Background: an optimization exercise with open tools, aiming at small area, a short achievable clock period and few clock cycles. Do not read the settings as production practice. RTL that was checked went through simulation tests only; none was proved equivalent to the original. Power figures rest on the tool's default switching activity, not on a simulated workload.

nickel:
## pcm_frame_to_s16_stereo_mono
module pcm_frame_to_s16_stereo_mono (
  input  logic                              clk_i,
  input  logic                              rst_ni,
  input  logic                              in_valid,
  output logic                              in_ready,
  input  logic [pfs_pkg::SAMPLE_W-1:0]      in_left_sample,
  input  logic [pfs_pkg::SAMPLE_W-1:0]      in_right_sample,
  input  logic                              in_silent,
  input  logic                              in_end_of_packet,
  output logic                              out_valid,
  input  logic                              out_ready,
  output logic signed [pfs_pkg::PCM16_W-1:0] out_left_pcm16,
  output logic signed [pfs_pkg::PCM16_W-1:0] out_right_pcm16,
  output logic signed [pfs_pkg::MONO_W-1:0]  out_mono_level,
  output logic                              out_last_of_packet,
  input  logic                              psel,
  input  logic                              penable,
  input  logic                              pwrite,
  input  logic [pfs_pkg::APB_AW-1:0]        paddr,
  input  logic [pfs_pkg::APB_DW-1:0]        pwdata,
  output logic [pfs_pkg::APB_DW-1:0]        prdata,
  output logic                              pready
);
  logic [pfs_pkg::FMT_W-1:0] fmt_q;
  logic             stereo_q;
  logic             v1_q, v2_q, rdy1, rdy2;
  logic [pfs_pkg::SAMPLE_W-1:0] right_word;
  logic [32:0]      xl, xr, xl_q, xr_q;
  logic             sl, sr, sl_q, sr_q;
  logic [2:0]       kl, kr;
  logic             last1_q, last2_q;
  ...
For scale: about 140 flip-flops, roughly 210 I/O pins.
==> flow/config.mk <==
export PLATFORM = sky130hd
export DESIGN_NAME = pcm_frame_to_s16_stereo_mono
export DESIGN_NICKNAME = pcm_frame_to_s16_stereo_mono
export VERILOG_FILES = /design/flow/design.v
export SDC_FILE = /design/flow/constraint.sdc
export NUM_CORES = 4
export LEC_CHECK = 0
export CAP_MARGIN = 20
export CORE_MARGIN = 2
export CORE_UTILIZATION = 60
export PLACE_DENSITY = 0.75
export SETUP_SLACK_MARGIN = 2.5
export SLEW_MARGIN = 20
==> flow/constraint.sdc <==
create_clock -name core_clock -period 6.5 [get_ports {clk_i}]
set_input_delay 1.3000 -clock core_clock [delete_from_list [all_inputs] [get_ports {clk_i}]]
set_output_delay 1.3000 -clock core_clock [all_outputs]
set_load 0.01 [all_outputs]
standard.sh (not shown) runs the stock make flow with config.mk's settings and CLKGATE_MAP_FILE= SYNTH_SCRIPT=/design/flow/synth_recipe.tcl, a recipe that flattens the netlist after the stock synthesis.
==> flow/flow/run.sh <==
#!/bin/bash
set -euo pipefail
export BUFFER_PORTS_ARGS="-buffer_cell sky130_fd_sc_hd__buf_2"
bash standard.sh > standard.log 2>&1
Testbench counts of nickel, summed over its fixed seeds: cycles 18,402.
The following lists how indigo was set up differently from nickel:
- swapping 60 for 40 in CORE_UTILIZATION
- swapping 2.5 for 3.0 in SETUP_SLACK_MARGIN
- swapping 0.75 for 0.6 in PLACE_DENSITY
--- outcome ---
Between indigo and nickel, the register fraction of the total cell area is higher for nickel.
No run among indigo and nickel stopped early or left any final violation; all are clean.
Going from nickel to indigo, post-route cell area moved up, maximum net fanout on the critical path moved down, first-iteration DRC count saw a decrease.
Of indigo and nickel, the higher overall routed net length belongs to indigo.
Diff nickel -> indigo | wire length of the first global-routing pass | up by a little under 10%
Utilization nickel -> indigo: down
Taking nickel as the reference point, the post-layout worst setup margin of indigo rises by 0.34 ns.
Measured against each other, indigo and nickel differ in post-detailed-route wirelength per cell, the higher figure coming from indigo.
Going from nickel to indigo, critical path depth grows by 3.
indigo ends up with lower worst hold slack after final layout than nickel does.
Input changes introduced in harbor (baseline for comparison: indigo):
- a deleted SETUP_SLACK_MARGIN that had been 3.0
Notes after the runs:
harbor was carried through to the last stage, and its layout satisfied the timing, design-rule and antenna checks.
When harbor is set beside indigo, its total of fill cells in the finished design turns out to be 254 larger.
When harbor is set beside indigo, its final standard cell area without fillers turns out to be about 12% smaller.
harbor ended with more actual transition at the worst max-transition pin than indigo.
Diff harbor..indigo | sequential fraction of the synthesis area | negligible
Diff indigo -> harbor | met3 usage | decrease of 0.26 points
harbor: critical path depth 4 below indigo
Taking harbor over indigo, the post-detailed-route wirelength per cell ratio works out to 0.949.
Going from indigo to harbor, wire length of the first global-routing pass decreased by 3300 um relative to the old numbers, power in combinational cells decreased by 25% relative to the old numbers, combinational group share of total power decreased by 7.7 points relative to the old numbers, total design power decreased by 13% relative to the old numbers.

========
Another version of the RTL of pcm_frame_to_s16_stereo_mono (not shown whole).
Size in the first run: ~1,600 cells after synthesis, about 14,000 um^2 of cells after synthesis.
export LEC_CHECK = 0
export CAP_MARGIN = 20
export CORE_MARGIN = 2
export CORE_UTILIZATION = 40
export CTS_BUF_LIST = sky130_fd_sc_hd__clkbuf_8
export CTS_CLUSTER_SIZE = 30
export PLACE_DENSITY = 0.6
export SETUP_SLACK_MARGIN = 3.0
export SLEW_MARGIN = 20
create_clock -name core_clock -period 6.5 [get_ports {clk_i}]
==> flow/flow/run.sh <==
#!/bin/bash
set -euo pipefail
export BUFFER_PORTS_ARGS="-buffer_cell sky130_fd_sc_hd__buf_1"
bash standard.sh > standard.log 2>&1
The first run passed the timing, design-rule and antenna checks.
==> next run, changes <==
--- a/flow/config.mk
+++ b/flow/config.mk
@@ -12,4 +12,4 @@
 export CTS_CLUSTER_SIZE = 30
 export PLACE_DENSITY = 0.6
-export SETUP_SLACK_MARGIN = 3.0
+export SETUP_SLACK_MARGIN = 2.75
 export SLEW_MARGIN = 20
Global-route usage goes up by 0.18 points.
Design area went down by 4.8%.
Via count falls by about 2.4%.
Routed wire length fell by 1.8%.
Total power goes down by about 5%.
Hold slack loses 0.0087 ns.
Clock-buffer cell count went up by 1.
Fmax shrinks by 3.6%.
Non-clock buffer count shrinks by 50.
Utilization drops by 2.3 points.
No functional check of the RTL was part of any run of this note.

========
Another version of the RTL of pcm_frame_to_s16_stereo_mono (not shown whole).
Size: roughly 1500 cells after synthesis, about 140 flip-flops, about 14000 um^2 of cells after synthesis.
==> flow/config.mk <==
export PLATFORM = sky130hd
export DESIGN_NAME = pcm_frame_to_s16_stereo_mono
export DESIGN_NICKNAME = pcm_frame_to_s16_stereo_mono
export VERILOG_FILES = /design/flow/design.v
export SDC_FILE = /design/flow/constraint.sdc
export NUM_CORES = 4
export LEC_CHECK = 0
export CAP_MARGIN = 20
export CORE_MARGIN = 2
export CORE_UTILIZATION = 50
export CTS_BUF_LIST = sky130_fd_sc_hd__clkbuf_8
export CTS_CLUSTER_SIZE = 30
export PLACE_DENSITY = 0.65
export SETUP_SLACK_MARGIN = 3.0
export SLEW_MARGIN = 20
==> flow/constraint.sdc <==
create_clock -name core_clock -period 6.5 [get_ports {clk_i}]
set_input_delay 1.3000 -clock core_clock [delete_from_list [all_inputs] [get_ports {clk_i}]]
set_output_delay 1.3000 -clock core_clock [all_outputs]
set_load 0.01 [all_outputs]
Scripts as last shown in full above: flow/flow/run.sh
The baseline completed with no timing, DRC or antenna violations.
Testbench counts at the start, summed over its fixed seeds: cycles 18,402.
Then changed:
==> flow/flow/run.sh (replaced) <==
#!/bin/bash
set -euo pipefail
export BUFFER_PORTS_ARGS="-buffer_cell sky130_fd_sc_hd__buf_2"
bash standard.sh > standard.log 2>&1
CORE_UTILIZATION = 40   (was 50)
CTS_BUF_LIST = sky130_fd_sc_hd__clkbuf_4 sky130_fd_sc_hd__clkbuf_8   (was sky130_fd_sc_hd__clkbuf_8)
CTS_CLUSTER_SIZE = not set   (was 30)
PLACE_DENSITY = 0.6   (was 0.65)
SETUP_SLACK_MARGIN = 2.5   (was 3.0)
Outcome: Setup slack gets worse by 280 ps; clock skew drops by 4.8 ps; power drops by 9.3%; final cell count climbs by 1.5%; via count drops by 4.5%; wire length drops by 0.45%; utilization drops by 15 points.
Then changed:
ABC_AREA = 1   (was not set)
CTS_BUF_LIST = sky130_fd_sc_hd__clkbuf_8   (was sky130_fd_sc_hd__clkbuf_4 sky130_fd_sc_hd__clkbuf_8)
Result: Design area rose by 7.4%. Routed wire length rose by 17%. Die area rose by 8.0%. Clock skew rose by 4.7 ps. Area after synthesis rose by 8.2%. Clock power rose by about 0.5%. Fmax stays flat. Synthesized cell count rose by 47%. Power fell by 6.6%. Worst hold slack degrades by 36 ps. Sequential share of layout area fell by 2.0 points.
Then changed:
==> flow/flow/run.sh (replaced) <==
#!/bin/bash
set -euo pipefail
export BUFFER_PORTS_ARGS="-buffer_cell sky130_fd_sc_hd__buf_1"
bash standard.sh > standard.log 2>&1
ABC_AREA = not set   (was 1)
CORE_UTILIZATION = 50   (was 40)
CTS_CLUSTER_SIZE = 30   (was not set)
PLACE_DENSITY = 0.65   (was 0.6)
SETUP_SLACK_MARGIN = 2.75   (was 2.5)
Effect:
- critical path depth is lower by 7
- synthesized area decreases by 7.6%
- design area goes down by 6.4%
Then changed:
CORE_UTILIZATION = 40   (was 50)
CTS_CLUSTER_DIAMETER = 200   (was not set)
CTS_CLUSTER_SIZE = 50   (was 30)
PLACE_DENSITY = 0.6   (was 0.65)
=>
- The changed run completed with no timing, DRC or antenna violations
- global-route usage went down by 5.7 points
- first-iteration DRC count increases by 23%
- setup slack got worse by 49 ps
- sequential share of layout area came out lower by 0.37 points
- wire length is about the same

========
RTL: one of the versions met above, not the one the previous note started from.
For scale: roughly 140 flip-flops, about 210 I/O pins, ~0.015 mm² of cells after synthesis.
Settings: LEC_CHECK=0, ABC_AREA=1, CAP_MARGIN=20, CORE_MARGIN=2, CORE_UTILIZATION=40, PLACE_DENSITY=0.6, SETUP_SLACK_MARGIN=2.5, SLEW_MARGIN=20; clock period 6.5 ns.
==> flow/flow/run.sh <==
#!/bin/bash
set -euo pipefail
export BUFFER_PORTS_ARGS="-buffer_cell sky130_fd_sc_hd__buf_2"
bash standard.sh > standard.log 2>&1
Testbench counts at the start, summed over its fixed seeds: cycles 18,402.
Change:
ABC_AREA = not set   (was 1)
SETUP_SLACK_MARGIN = 3.5   (was 2.5)
Outcome: Combinational power went up by 83%; design area increases by 23%; global-route usage grows by 0.17 points; wire length goes up by 3.7%; clock power shrinks by about 10%; setup slack gains 160 ps; worst hold slack is about the same.

========
## v49
pcm_frame_to_s16_stereo_mono with an RTL version that a note above also has.
Size in the first run: ~1500 cells after synthesis, about 210 I/O pins, ~0.014 sq mm of cells after synthesis.
clock: 6.5 ns
lec_check: 0
cap_margin: 20
core_margin: 2
core_utilization: 40
cts_buf_list: sky130_fd_sc_hd__clkbuf_8
cts_cluster_size: 30
place_density: 0.6
setup_slack_margin: 3.0
slew_margin: 20
Scripts as last shown in full above: flow/flow/run.sh
Testbench counts of v49, summed over its fixed seeds: cycles 18,402.
Inputs modified between v49 and v36:
-- flow/config.mk --
<<< v49, line 12
export CTS_CLUSTER_SIZE = 30
export PLACE_DENSITY = 0.6
export SETUP_SLACK_MARGIN = 3.0
export SLEW_MARGIN = 20
>>> v36, line 12
export CTS_CLUSTER_SIZE = 30
export PLACE_DENSITY = 0.6
export SETUP_SLACK_MARGIN = 2.5
export SLEW_MARGIN = 20
[summary]
v36 against v49: setup slack shrank by 0.20 ns; maximum clock frequency shrank by 5.3%; relative contribution of the clock network to total power grew by 2.2 points.
in_left_sample[15] as the start point of the critical path was reported by v49, and in_left_sample[24] by v36.
Edits applied to the flow inputs when going from v36 to v25:
==> flow/flow/run.sh <==
#!/bin/bash
set -euo pipefail
export BUFFER_PORTS_ARGS="-buffer_cell sky130_fd_sc_hd__buf_1"
export RECOVER_POWER=100
bash standard.sh > standard.log 2>&1
-- flow/config.mk --
<<< v36, line 8
export CAP_MARGIN = 20
export CORE_MARGIN = 2
export CORE_UTILIZATION = 40
export CTS_BUF_LIST = sky130_fd_sc_hd__clkbuf_8
export CTS_CLUSTER_SIZE = 30
export PLACE_DENSITY = 0.6
export SETUP_SLACK_MARGIN = 2.5
export SLEW_MARGIN = 20
>>> v25, line 8
export CAP_MARGIN = 20
export CORE_MARGIN = 2
export CORE_UTILIZATION = 50
export CTS_BUF_LIST = sky130_fd_sc_hd__clkbuf_8
export CTS_CLUSTER_SIZE = 30
export PLACE_DENSITY = 0.65
export SETUP_SLACK_MARGIN = 2.75
export SLEW_MARGIN = 20
==> comparison <==
Placed cell count, v25 and v36: higher on v36
The flow for v25 finished, though final verification flagged capacitance limit, slew limit.
Summary of v25 over v36: effective utilization at floorplan went up, width of the die went down, worst setup slack after layout down 0.24 ns, worst IR drop on VDD moved down.
Going from v36 to v25, portion of the clock cycle consumed by the worst path in the final layout saw an increase; total area of multi-input combinational cells now sits higher; clock network power share -0.9 points.
Going from v36 to v25, count of placed standard cells in the final layout, fillers left out shrinks by 71.
Compared with v36, v25 shows a lower post-detailed-routing wire length.

========
## south
Another version of the RTL of pcm_frame_to_s16_stereo_mono (not shown whole).
For scale: roughly 1500 cells after synthesis, roughly 140 flip-flops.
export LEC_CHECK = 0
export CAP_MARGIN = 20
export CORE_MARGIN = 2
export CORE_UTILIZATION = 40
export PLACE_DENSITY = 0.6
export SETUP_SLACK_MARGIN = 2.5
export SLEW_MARGIN = 20
create_clock -name core_clock -period 6.5 [get_ports {clk_i}]
==> flow/flow/run.sh <==
#!/bin/bash
set -euo pipefail
export BUFFER_PORTS_ARGS="-buffer_cell sky130_fd_sc_hd__buf_2"
bash standard.sh > standard.log 2>&1
The following lists how west was set up differently from south:
- swapping 2.5 for 3.0 in SETUP_SLACK_MARGIN
Notes after the runs:
Changes observed in west relative to south: core utilization went up by 3.0 points, portion of the clock cycle consumed by the worst path in the final layout has decreased.
Any difference in CTS clock-pin slew for the worst setup and hold paths between west and south is small enough to ignore.
Clock power: south and west compared, higher one is south
Number of gates resized after cts for west is higher than for south.
Looking at switching fraction of total power, west sits above south.
south and west ended up with nearly the same post-placement cell count.
No functional check of the RTL was part of any run of this note.

========
== build 66 ==
Another version of the RTL of pcm_frame_to_s16_stereo_mono (not shown whole).
Size: roughly 80 flip-flops, ~12000 um^2 of cells after synthesis.
Settings: LEC_CHECK=0, CAP_MARGIN=20, CORE_MARGIN=2, CORE_UTILIZATION=40, PLACE_DENSITY=0.6, SLEW_MARGIN=20; clock period 6.5 ns.
Scripts as last shown in full above: flow/flow/run.sh
Testbench counts of build 66, summed over its fixed seeds: cycles 18,402.
Here is what was changed in the inputs of trial 16 compared with build 66.
==> flow/run.sh (new file) <==
#!/bin/bash
# synth_recipe.tcl (not shown) runs the flow's synth.tcl, then flattens the netlist and writes it again
# the make line also repeats each setting of config.mk as NAME=value (left out here)
make -C /OpenROAD-flow-scripts/flow DESIGN_CONFIG=/design/flow/config.mk WORK_HOME=/design/flow/orfs CLKGATE_MAP_FILE= SYNTH_SCRIPT=/design/flow/synth_recipe.tcl finish
removed: flow/flow/run.sh
removed: flow/standard.sh
### Flow results
Trial 16: PASS, flow complete, no timing, DRC or antenna violations
Across both runs, layout overhead on the synthesized area was higher for trial 16 than for build 66.
There was hardly any difference in post-route worst hold slack between build 66 and trial 16.
In the tables for build 66 and trial 16, fraction of standard cell area that is sequential reads lower with trial 16.
Delta (trial 16 minus build 66): via count of the first global-routing pass has increased; maximum root-to-sink buffer count has remained practically unchanged; post-route standard cell area excluding fillers has increased.
Cmp trial 16 vs build 66: total track usage higher in trial 16
A beginning of the critical path of xl_q[22]$_DFFE_PP_ is what trial 16 shows, while xr_q[26]$_DFFE_PP_ belongs to build 66.
Against build 66, net total in the final layout in trial 16 rose slightly.
Sort build 66 and trial 16 by non-clock buffer count, descending, and trial 16 comes first.

========
alpha:
Another version of the RTL of pcm_frame_to_s16_stereo_mono (not shown whole).
For scale: ~1700 cells after synthesis, roughly 210 I/O pins, roughly 15000 um2 of cells after synthesis.
## pcm_frame_to_s16_stereo_mono
module pcm_frame_to_s16_stereo_mono (
  input  logic                              clk_i,
  input  logic                              rst_ni,
  input  logic                              in_valid,
  output logic                              in_ready,
  input  logic [pfs_pkg::SAMPLE_W-1:0]      in_left_sample,
  input  logic [pfs_pkg::SAMPLE_W-1:0]      in_right_sample,
  input  logic                              in_silent,
  input  logic                              in_end_of_packet,
  output logic                              out_valid,
  input  logic                              out_ready,
  output logic signed [pfs_pkg::PCM16_W-1:0] out_left_pcm16,
  output logic signed [pfs_pkg::PCM16_W-1:0] out_right_pcm16,
  output logic signed [pfs_pkg::MONO_W-1:0]  out_mono_level,
  output logic                              out_last_of_packet,
  input  logic                              psel,
  input  logic                              penable,
  input  logic                              pwrite,
  input  logic [pfs_pkg::APB_AW-1:0]        paddr,
  input  logic [pfs_pkg::APB_DW-1:0]        pwdata,
  output logic [pfs_pkg::APB_DW-1:0]        prdata,
  output logic                              pready
);
  logic [pfs_pkg::FMT_W-1:0] fmt_q;
  logic             stereo_q;
  logic             v1_q, v2_q, rdy1, rdy2;
  logic [pfs_pkg::SAMPLE_W-1:0] right_word;
  logic [32:0]      xl, xr, xl_q, xr_q;
  logic             sl, sr, sl_q, sr_q;
  logic [2:0]       kl, kr;
  logic             last1_q, last2_q;
  logic signed [pfs_pkg::PCM16_W-1:0] l16_d, r16_d, l16_q, r16_q;
  logic signed [pfs_pkg::MONO_W-1:0]  mono_d, mono_q;
  assign pready = 1'b1;
  always_ff @(posedge clk_i or negedge rst_ni) begin
    if (!rst_ni) begin
      fmt_q    <= pfs_pkg::FMT_FLOAT32;
      stereo_q <= 1'b1;
    end else if (psel && penable && pwrite) begin
  ...
clock: 6.5 ns
lec_check: 0
cap_margin: 20
core_margin: 2
core_utilization: 40
cts_buf_list: sky130_fd_sc_hd__clkbuf_8
cts_cluster_size: 30
place_density: 0.6
setup_slack_margin: 2.75
slew_margin: 20
==> flow/flow/run.sh <==
#!/bin/bash
set -euo pipefail
export BUFFER_PORTS_ARGS="-buffer_cell sky130_fd_sc_hd__buf_1"
export ADDER_MAP_FILE=
bash standard.sh > standard.log 2>&1
alpha closes out successfully: all stages finished, all timing, DRC and antenna checks passed.
What beta does differently from alpha at the input level:
==> flow/flow/run.sh <==
#!/bin/bash
set -euo pipefail
export BUFFER_PORTS_ARGS="-buffer_cell sky130_fd_sc_hd__buf_1"
bash standard.sh > standard.log 2>&1
Results
beta vs. alpha: share of total power in the clock network now larger; wire length saw a decrease; share of synthesized area occupied by flip-flops and latches has increased; cell area after layout now sits lower. Minimum period implied by the final worst setup slack was lower in beta than in alpha.
No run of this note included a check of the RTL's function; only the layout flow was run.

static timing again, ports no longer ideal:
Ports are ideal in the flow. The routed layouts listed here were re-timed in OpenROAD. Step 1: set_driving_cell puts a clkbuf_16 on clk_i and a buf_2 on each other input, an assumption about the parent block. Step 2 moves the port delays by t, midway between the first and last clock arrival at a register: inputs arrive t later, outputs are due t later. That takes back most of the time a late clock gives input paths. Slacks: ideal ports / drivers / drivers and shift; pairs: ideal ports / drivers.
run | t, ns | setup WS [ns] | hold slack, ns | slew at the worst register clock pin (ns)
nickel | 0.465 | 2.554 / 2.554 / 2.189 | 0.442 / 0.442 / 0.442 | 0.07 / 0.07
indigo | 0.482 | 2.891 / 2.891 / 2.562 | 0.422 / 0.422 / 0.422 | 0.06 / 0.06
harbor | 0.475 | 1.960 / 1.981 / 1.505 | 0.421 / 0.421 / 0.421 | 0.06 / 0.06
the first run of note 2 | 0.516 | 2.879 / 2.879 / 2.564 | 0.433 / 0.433 / 0.433 | 0.10 / 0.10
the second run of note 2 | 0.526 | 2.746 / 2.773 / 2.248 | 0.424 / 0.424 / 0.424 | 0.10 / 0.10
the first run of note 3 | 0.498 | 2.982 / 2.982 / 2.574 | 0.452 / 0.452 / 0.452 | 0.10 / 0.10
the second run of note 3 | 0.508 | 2.702 / 2.708 / 2.208 | 0.457 / 0.457 / 0.457 | 0.09 / 0.09
the third run of note 3 | 0.496 | 2.696 / 2.718 / 2.222 | 0.422 / 0.422 / 0.422 | 0.09 / 0.09
the fourth run of note 3 | 0.490 | 2.878 / 2.885 / 2.394 | 0.440 / 0.440 / 0.440 | 0.10 / 0.10
the fifth run of note 3 | 0.506 | 2.829 / 2.849 / 2.343 | 0.428 / 0.428 / 0.428 | 0.08 / 0.08
the first run of note 4 | 0.482 | 2.810 / 2.810 / 2.368 | 0.429 / 0.429 / 0.429 | 0.07 / 0.07
the second run of note 4 | 0.478 | 2.968 / 2.968 / 2.813 | 0.426 / 0.426 / 0.426 | 0.06 / 0.06
v49 | 0.504 | 2.902 / 2.928 / 2.424 | 0.435 / 0.435 / 0.435 | 0.08 / 0.08
v36 | 0.508 | 2.702 / 2.708 / 2.208 | 0.457 / 0.457 / 0.457 | 0.09 / 0.09
v25 | 0.490 | 2.463 / 2.463 / 2.049 | 0.440 / 0.440 / 0.440 | 0.10 / 0.10
south | 0.475 | 2.532 / 2.532 / 2.172 | 0.430 / 0.430 / 0.430 | 0.07 / 0.07
west | 0.479 | 2.556 / 2.508 / 2.579 | 0.422 / 0.422 / 0.422 | 0.07 / 0.07
build 66 | 0.391 | 0.753 / 0.711 / 0.840 | 0.584 / 0.584 / 0.584 | 0.07 / 0.07
trial 16 | 0.388 | 0.406 / 0.364 / 0.342 | 0.582 / 0.582 / 0.582 | 0.08 / 0.08
alpha | 0.530 | 2.550 / 2.550 / 2.320 | 0.423 / 0.423 / 0.423 | 0.11 / 0.11
beta | 0.508 | 2.558 / 2.558 / 2.331 | 0.425 / 0.425 / 0.425 | 0.10 / 0.10
The setup slack of the second run of note 2, which loses most, moves by +0.027 ns with the drivers and by -0.498 ns with both steps.
